This is an optimization exercise on Yosys and OpenROAD, whose aim is small area, not a production implementation.
The RTL was checked by simulation tests, not by an equivalence proof against the original design.
Power figures rest on the tool's default switching activity, not on a simulated workload.

==> design/flow/design.v <==
package avalon_pkg;
    typedef logic [32-1:0] bus_word_t;
    typedef logic [31:0] bus_addr_t;           
    typedef logic [16-1:0] burst_cnt_t;  
    localparam int BYTES_PER_WORD = 32 / 8;
endpackage
package dma_pkg;
    typedef struct packed {
        logic [31:0] control;
        logic [31:0] pkt_begin;      
        logic [31:0] pkt_end;        
        logic [31:0] write_address;  
    } wr_desc_t;
    localparam int CTRL_IRQ_EN = 0;
    typedef enum logic [1:0] {
        st_idle,
        st_run,   
        st_done   
    } wr_state_t;
endpackage
module sync_fifo #(
    parameter int width = 32,
    parameter int depth_log2 = 4
) (
    input  logic     clk,
    input  logic     reset,
    input  logic     push,
    input  logic [width-1:0] din,
    output logic     full,
    input  logic     pop,
    output logic [width-1:0] dout,
    output logic     empty
);
    localparam int depth = 1 << depth_log2;
    logic [width-1:0]      mem [depth];
    logic [depth_log2-1:0] wr_ptr;
    logic [depth_log2-1:0] rd_ptr;
    logic [depth_log2:0]   count;  
    logic                  do_push;
    logic                  do_pop;
    assign full    = count[depth_log2];
    assign empty   = (count == '0);
    assign do_push = push && !full;  
    assign do_pop  = pop && !empty;
    always_ff @(posedge clk) begin
        if (!reset) begin
            wr_ptr <= '0;
            rd_ptr <= '0;
            count  <= '0;
        end else begin
            if (do_push) begin
                wr_ptr <= wr_ptr + 1'b1;
            end
            if (do_pop) begin
                rd_ptr <= rd_ptr + 1'b1;
            end
            case ({do_push, do_pop})
                2'b10:   count <= count + 1'b1;
                2'b01:   count <= count - 1'b1;
                default: count <= count;
            endcase
        end
    end
    always_ff @(posedge clk) begin
        if (do_push) begin
            mem[wr_ptr] <= din;
        end
        if (do_pop) begin
            dout <= mem[rd_ptr];
        end
    end
endmodule
module desc_dispatcher (
    input  logic              clk,
    input  logic              reset,
    input  logic              desc_empty,
    output logic              desc_pop,
    input  dma_pkg::wr_desc_t desc,
    input  logic              wr_busy,
    input  logic              wr_done,
    output logic              start,
    output dma_pkg::wr_desc_t start_desc,
    output logic [15:0]       xfer_count,
    output logic [15:0]       drop_count
);
    typedef enum logic [1:0] {
        disp_idle,
        disp_check,  
        disp_wait    
    } disp_state_t;
    disp_state_t state;
    logic [31:0] byte_len;
    logic        desc_ok;
    assign byte_len = desc.pkt_end - desc.pkt_begin;
    assign desc_ok = (desc.pkt_end > desc.pkt_begin)
                  && (desc.pkt_begin[1:0] == 2'b00)
                  && (desc.pkt_end[1:0] == 2'b00)
                  && (byte_len <= 255 * 4);
    assign desc_pop = (state == disp_idle) && !wr_busy && !desc_empty;
    assign start      = (state == disp_check) && desc_ok;
    assign start_desc = desc;
    always_ff @(posedge clk) begin
        if (!reset) begin
            state      <= disp_idle;
            xfer_count <= '0;
            drop_count <= '0;
        end else begin
            case (state)
                disp_idle: begin
                    if (desc_pop) begin
                        state <= disp_check;
                    end
                end
                disp_check: begin
                    if (desc_ok) begin
                        state <= disp_wait;
                    end else begin
                        drop_count <= drop_count + 16'd1;  
                        state      <= disp_idle;
                    end
                end
                disp_wait: begin
                    if (wr_done) begin
                        xfer_count <= xfer_count + 16'd1;
                        state      <= disp_idle;
                    end
                end
                default: state <= disp_idle;
            endcase
        end
    end
endmodule
module wr_burst_master (
    input  logic                  clk,
    input  logic                  reset,
    input  logic                  start,
    input  dma_pkg::wr_desc_t     start_desc,
    output logic                  busy,
    output logic                  done,
    output logic                  done_irq,
    output logic                  data_pop,
    input  logic                  data_empty,
    input  avalon_pkg::bus_word_t data_q,
    output avalon_pkg::bus_addr_t avm_address,
    output avalon_pkg::bus_word_t avm_writedata,
    output logic                  avm_write,
    output avalon_pkg::burst_cnt_t avm_burstcount,
    input  logic                  avm_waitrequest
);
    dma_pkg::wr_state_t   state;
    avalon_pkg::bus_addr_t   addr_q;
    avalon_pkg::burst_cnt_t  burst_q;
    avalon_pkg::burst_cnt_t  fetch_left;  
    avalon_pkg::burst_cnt_t  beats_left;  
    logic        irq_q;
    avalon_pkg::bus_word_t   hold_data;
    logic        hold_valid;
    logic        pend;        
    logic        accept;
    logic        move;
    logic [31:0] byte_len;
    avalon_pkg::burst_cnt_t  word_cnt;
    assign byte_len = start_desc.pkt_end - start_desc.pkt_begin;
    assign word_cnt = avalon_pkg::burst_cnt_t'(byte_len / avalon_pkg::BYTES_PER_WORD);
    assign avm_address    = addr_q;
    assign avm_burstcount = burst_q;
    assign avm_write      = hold_valid;
    assign avm_writedata  = hold_data;
    assign accept = hold_valid && !avm_waitrequest;
    assign move = pend && (!hold_valid || accept);
    assign data_pop = (state == dma_pkg::st_run) && (fetch_left != '0) && !data_empty
                   && (!pend || move);
    assign busy     = (state != dma_pkg::st_idle);
    assign done     = (state == dma_pkg::st_done);
    assign done_irq = done && irq_q;
    always_ff @(posedge clk) begin
        if (!reset) begin
            state      <= dma_pkg::st_idle;
            fetch_left <= '0;
            beats_left <= '0;
            irq_q      <= 1'b0;
            hold_valid <= 1'b0;
            pend       <= 1'b0;
        end else begin
            case (state)
                dma_pkg::st_idle: begin
                    if (start) begin
                        state      <= dma_pkg::st_run;
                        fetch_left <= word_cnt;
                        beats_left <= word_cnt;
                        irq_q      <= start_desc.control[dma_pkg::CTRL_IRQ_EN];
                    end
                end
                dma_pkg::st_run: begin
                    if (data_pop) begin
                        fetch_left <= fetch_left - 1'b1;
                    end
                    if (accept) begin
                        beats_left <= beats_left - 1'b1;
                        if (beats_left == avalon_pkg::burst_cnt_t'(1)) begin
                            state <= dma_pkg::st_done;  
                        end
                    end
                end
                dma_pkg::st_done: state <= dma_pkg::st_idle;
                default: state <= dma_pkg::st_idle;
            endcase
            if (move) begin
                hold_valid <= 1'b1;
            end else if (accept) begin
                hold_valid <= 1'b0;
            end
            if (data_pop) begin
                pend <= 1'b1;  
            end else if (move) begin
                pend <= 1'b0;
            end
        end
    end
    always_ff @(posedge clk) begin
        if ((state == dma_pkg::st_idle) && start) begin
            addr_q  <= start_desc.write_address;
            burst_q <= word_cnt;
        end
        if (move) begin
            hold_data <= data_q;
        end
    end
endmodule
module dma_write_top (
    input  logic                   clk,
    input  logic                   reset,
    input  logic                   desc_push,
    input  logic [31:0]            desc_control,
    input  logic [31:0]            desc_pkt_begin,
    input  logic [31:0]            desc_pkt_end,
    input  logic [31:0]            desc_write_address,
    output logic                   desc_full,
    input  logic                   data_push,
    input  avalon_pkg::bus_word_t  data_in,
    output logic                   data_full,
    output avalon_pkg::bus_addr_t  avm_address,
    output avalon_pkg::bus_word_t  avm_writedata,
    output logic                   avm_write,
    output avalon_pkg::burst_cnt_t avm_burstcount,
    input  logic                   avm_waitrequest,
    output logic                   busy,
    output logic                   done_irq,
    output logic [15:0]            xfer_count,
    output logic [15:0]            drop_count
);
    dma_pkg::wr_desc_t  desc_in;
    dma_pkg::wr_desc_t  desc_q;
    dma_pkg::wr_desc_t  start_desc;
    logic      desc_pop;
    logic      desc_empty;
    logic      data_pop;
    logic      data_empty;
    avalon_pkg::bus_word_t data_q;
    logic      start;
    logic      wr_done;
    assign desc_in = {desc_control, desc_pkt_begin, desc_pkt_end, desc_write_address};
    sync_fifo #(.width($bits(desc_in)), .depth_log2(2)) u_desc_fifo (
        .clk(clk), .reset(reset),
        .push(desc_push), .din(desc_in), .full(desc_full),
        .pop(desc_pop), .dout(desc_q), .empty(desc_empty)
    );
    sync_fifo #(.width($bits(data_in)), .depth_log2(4)) u_data_fifo (
        .clk(clk), .reset(reset),
        .push(data_push), .din(data_in), .full(data_full),
        .pop(data_pop), .dout(data_q), .empty(data_empty)
    );
    desc_dispatcher u_dispatcher (
        .clk(clk), .reset(reset),
        .desc_empty(desc_empty), .desc_pop(desc_pop), .desc(desc_q),
        .wr_busy(busy), .wr_done(wr_done),
        .start(start), .start_desc(start_desc),
        .xfer_count(xfer_count), .drop_count(drop_count)
    );
    wr_burst_master u_writer (
        .clk(clk), .reset(reset),
        .start(start), .start_desc(start_desc),
        .busy(busy), .done(wr_done), .done_irq(done_irq),
        .data_pop(data_pop), .data_empty(data_empty), .data_q(data_q),
        .avm_address(avm_address), .avm_writedata(avm_writedata), .avm_write(avm_write),
        .avm_burstcount(avm_burstcount), .avm_waitrequest(avm_waitrequest)
    );
endmodule
==> design/flow/run.sh <==
#!/bin/bash
# synth_recipe.tcl (not shown) runs the flow's synth.tcl, then flattens the netlist and writes it again
# the make line also repeats each setting of config.mk as NAME=value (left out here)
make -C /OpenROAD-flow-scripts/flow DESIGN_CONFIG=/design/flow/config.mk WORK_HOME=/design/flow/orfs CLKGATE_MAP_FILE= SYNTH_SCRIPT=/design/flow/synth_recipe.tcl finish
==> design/flow/config.mk <==
export PLATFORM = sky130hd
export DESIGN_NAME = dma_write_top
export DESIGN_NICKNAME = dma_write_top
export VERILOG_FILES = /design/flow/design.v
export SDC_FILE = /design/flow/constraint.sdc
export NUM_CORES = 4
export LEC_CHECK = 0
export CAP_MARGIN = 20
export CORE_MARGIN = 2
export CORE_UTILIZATION = 40
export SLEW_MARGIN = 20
==> design/flow/constraint.sdc <==
create_clock -name core_clock -period 5.0 [get_ports {clk}]
set_input_delay 1.0000 -clock core_clock [delete_from_list [all_inputs] [get_ports {clk}]]
set_output_delay 1.0000 -clock core_clock [all_outputs]
set_load 0.01 [all_outputs]
==> run notes <==
## report_power, final
part           internal [W]  leakage, nW  switching, W  total (W)
Sequential           0.0122         10.8      0.000334     0.0126
Clock               0.00543         2.04       0.00391    0.00934
Combinational       0.00226         4.97       0.00412    0.00638
## sequential cells by signal, summed over array words and instances, names as in the netlist, 3 cells and up
name / flops
u_writer.hold_data: 32
u_data_fifo.wr_ptr: 4
u_dispatcher.xfer_count: 16
u_data_fifo.mem: 512
u_data_fifo.rd_ptr: 4
u_desc_fifo.count: 3
u_writer.addr_q: 32
u_writer.beats_left: 16
u_writer.burst_q: 16
u_desc_fifo.mem: 388
u_dispatcher.drop_count: 16
u_writer.fetch_left: 16
u_data_fifo.count: 5
u_desc_fifo.dout: 97
u_data_fifo.dout: 32
## metal layers
metal	wire length, um	GRT usage [%]
met5	246	0
met3	7756	5.197
met1	44530	22.57
met2	52030	29.09
met4	2493	5.546
## layout by cell type (no fill, tap or decap), types with 8 or more instances in the layout
| master | count |
|---|---|
| nand4_1 | 28 |
| nor2_1 | 93 |
| nor3_1 | 32 |
| nand3_1 | 24 |
| mux2_2 | 27 |
| buf_12 | 15 |
| nor2_4 | 12 |
| nand2b_1 | 14 |
| clkinv_2 | 17 |
| clkinv_1 | 22 |
| buf_4 | 41 |
| bufinv_16 | 8 |
| xor2_1 | 32 |
| inv_1 | 63 |
| clkdlybuf4s50_1 | 250 |
| dfxtp_1 | 86 |
| edfxtp_1 | 1109 |
| a22oi_1 | 37 |
| a31oi_1 | 13 |
| and3_1 | 13 |
| nor4_1 | 10 |
| a21o_1 | 12 |
| clkbuf_16 | 134 |
| a211oi_1 | 10 |
| mux4_2 | 161 |
| ha_1 | 51 |
| clkbuf_1 | 27 |
| nand2_1 | 132 |
| or4_1 | 13 |
| o31ai_1 | 14 |
| or3_1 | 13 |
| a21oi_1 | 119 |
| xnor2_1 | 18 |
| o21ai_0 | 104 |
| mux2i_1 | 106 |
| a221oi_1 | 33 |
| o22ai_1 | 12 |
## area by class of cell
| type | count | area share, % |
|---|---|---|
| clock inverter | 65 | 1.243 |
| timing repair buffer | 306 | 5.558 |
| clock buffer | 165 | 6.271 |
| sequential | 1200 | 62.79 |
| multi-input combinational | 1275 | 20.28 |
| inverter | 65 | 0.4404 |
| antenna | 4 | 0.01788 |
| tap | 1524 | 3.407 |
## cell families (layout without fill, tap and decap cells)
group | count (synthesis) | in the layout
flops | 1200 | 1200
mux | 294 | 294
compound gates | 430 | 430
other cells | 0 | 4
xor+xnor | 50 | 50
buf+inv | 196 | 601
simple gates | 447 | 447
fa+ha+maj | 54 | 54
## cell usage after synthesis (14+ instances only)
cell | n | area, um2
a21oi_1 | 119 | 595.6
nand4_1 | 28 | 175.2
mux4_2 | 161 | 3626
mux2i_1 | 106 | 1061
nor2_1 | 105 | 394.1
a221oi_1 | 33 | 289.0
nor3_1 | 36 | 180.2
o31ai_1 | 14 | 105.1
buf_1 | 29 | 108.9
xor2_1 | 32 | 280.3
inv_1 | 64 | 240.2
xnor2_1 | 18 | 157.7
mux2_2 | 27 | 304.0
edfxtp_1 | 1109 | 33300
o21ai_0 | 104 | 520.5
dfxtp_1 | 91 | 1822
ha_1 | 51 | 638.1
clkbuf_1 | 87 | 326.6
a22oi_1 | 37 | 277.8
nand2_1 | 133 | 499.2
nand3_1 | 24 | 120.1
nand2b_1 | 14 | 87.58
## critical path: stages, from the launching register on
cell and delay, ns:
edfxtp_1 0.45, ha_1 0.33, nand2b_1 0.08, a211oi_1 0.71
or2_2 0.26, o31ai_1 0.08, xnor2_1 0.87, a31oi_1 0.18
nand4b_1 0.26, nor4_2 0.08, buf_4 0.21, o21ai_1 0.59
o22ai_1 0.19
## final timing paths
path | start | to | slack, ns | cells after the start
max | u_desc_fifo.dout[33]$_DFFE_PP_ | u_writer.beats_left[12]$_SDFFE_PN0P_ | 0.57 | 12
min | u_desc_fifo.dout[22]$_DFFE_PP_ | u_writer.addr_q[22]$_DFFE_PP_ | 0.41 | 0
max reg2reg | u_desc_fifo.dout[33]$_DFFE_PP_ | u_writer.beats_left[12]$_SDFFE_PN0P_ | 0.57 | 12
min reg2reg | u_desc_fifo.dout[22]$_DFFE_PP_ | u_writer.addr_q[22]$_DFFE_PP_ | 0.41 | 0
## stage by stage
stage / setup slack (ns) / total power (W) / cell area, um2 / hold WS (ns) / TNS, ns
after floorplan: -0.4872 / 0.01701 / 47100 / 0.4003 / -0.7479
after global placement: 0.6576 / 0.01903 / 51750 / 0.4027 / 0
after detailed placement: 0.6522 / 0.01913 / 51750 / 0.4045 / 0
after CTS: 0.6407 / 0.02852 / 55960 / 0.4148 / 0
after global routing: 0.3540 / 0.02958 / 55960 / 0.4215 / 0
final: 0.5654 / 0.02830 / 55970 / 0.4062 / 0
==> metrics.md <==
| Metric | Value |
|---|---|
| EDFF count, synth | between 1,000 and 1,500 |
| Starting Density | 40.39% |
| Drt wl/cell | 23.25 um |
| Syn nets | between 2,000 and 3,000 |
| Core area | approximately 120,000 um2 |
| Crit share post-route | between 80% and 90% |
| CTS tree | done |
| Row count | around 130 |
| Final Max Tran Viols | 0 |
| VDD IR-drop max | 0.3595 mV |
| Nets | approximately 3,200 |
| GRT Util Overall | 17.68% |
| GRT Residual Overflow | 0 |
| Compound-Gate Fraction of Synth Area | 5.939% |
| Synth Flop Type | edfxtp_1 |
| Hold Buf Count CTS | 0 |
| Multi-input gate area | around 11,000 um2 |
| IO Pins | 282 |
| Worst skew pair latency | 0.74 ns |
| RSZ-0062 raised after global routing | false |
| Clk buf depth | 3 |
| DR pass1 iterations | 5 |
| Status | timing/DRC/antenna clean |
| Worst setup EP type | register |
| ANT nets after route | 0 |
| Type of origin of the critical path | register |
| Final non-filler cell total | 4,604 |
| Post-route DRC | 0 |
| Routability congestion estimate | 0.8355 |
| First-pass GRT wire length | 160,500 um |
| Hold Path Class | reg -> reg |
| Post-synthesis cell count | approximately 2,700 |
| Height of the die | 347.0 um |
| Clock Sinks | 1,200 |
| Seq cells post-synth | 1,200 |
| Average size of a mapped cell | roughly 18 um2 |
| Tmin final | 4.435 ns |
| Max Freq | 0.2255 GHz |
| Ratio of cells with drive above 1 in the final layout | between 10% and 20% |
| Iteration-0 DRC Markers | 1,854 |
| PostCTS Resize Cnt | 0 |
| TritonCTS Buffers | 130 |
| Slew @ Worst Pin | 1.107 ns |
| Mux contribution to synthesized area | 10.61% |
| Max Cap Violations | 0 |
| Leakage power | between 15 and 20 nW |
| Clk slew on worst S/H paths | 0.06 ns |
| Dpl hpwl | 63,510 um |
| Synthesized-area fraction occupied by adder cells | 1.483% |
| Max-slew headroom | 25.66% |
| CTS H-tree depth | 4 |
| Pwr/cell area | 505.6 nW/um2 |
| Main combinational cell family by area after synthesis | multiplexers |
| Initial antenna violation count | 25 |
| Vias in the first global route | approximately 26,000 |
| Post-Route Skew | 0.03438 ns |
| Cell Count Post-Placement | 4,370 |
| Pin count of the biggest net entering global routing | 98 |
| Die area | 120,400 um2 |
| Flip-flop and latch area | 35,140 um2 |
| Area Growth Syn to Fin | 18.92% |
| Simple-gate share of the synthesized area | under 10% |
| Netlist cell types | 78 |
| Root Driver | clkbuf_16 |
| Hold Fails Final Rpt | 0 |
| Xor/xnor share of the synthesized area | less than 1% |
| Crit path kind | reg -> reg |
| CP arrival | 5.02 ns |
| CP required | 5.58 ns |
| Setup violators final | 0 |
| Vias | approximately 25,000 |
| Yosys warnings | 4 |
| Vias per std cell | ~5.5 |
| Core Util, Final | 48.03% |
| Wirelength, routed | 107,100 um |
| Post-CTS Setup Bufs | 0 |
| Ys async rst share | 0% |
| Die Wd | 347.0 um |
| Post-synthesis cell area | 47,060 um2 |
| Sequential-to-total area share from yosys stat | 74.63% |
| Crit-path max FO | 13 |
| Buffers on Ports | 250 |
| Fill cells | 9,637 |

[afterwards: timing with drivers on the ports]
How much do the figures lean on ideal ports? The routed layout below was timed once more, with nothing changed but the port constraints. Step 1: set_driving_cell puts a clkbuf_16 on clk and a buf_2 on each other input, an assumption about the parent block. Step 2 times the ports against the registers' clock, not the clock port: input delays grow and output delays shrink by t, the midpoint of the rising clock arrivals with the driver on. Three values: no drivers, after step 1, after step 2; two values: the first two.
shift t [ns]: 0.788
slack for setup (ns): 0.565 / 0.565 / 0.565
latest minus earliest clock arrival (ns): 0.037 / 0.037
After both steps this run still meets setup and hold. For this run, drivers alone change the setup slack by 0.000 ns; drivers and shift together by 0.000 ns.
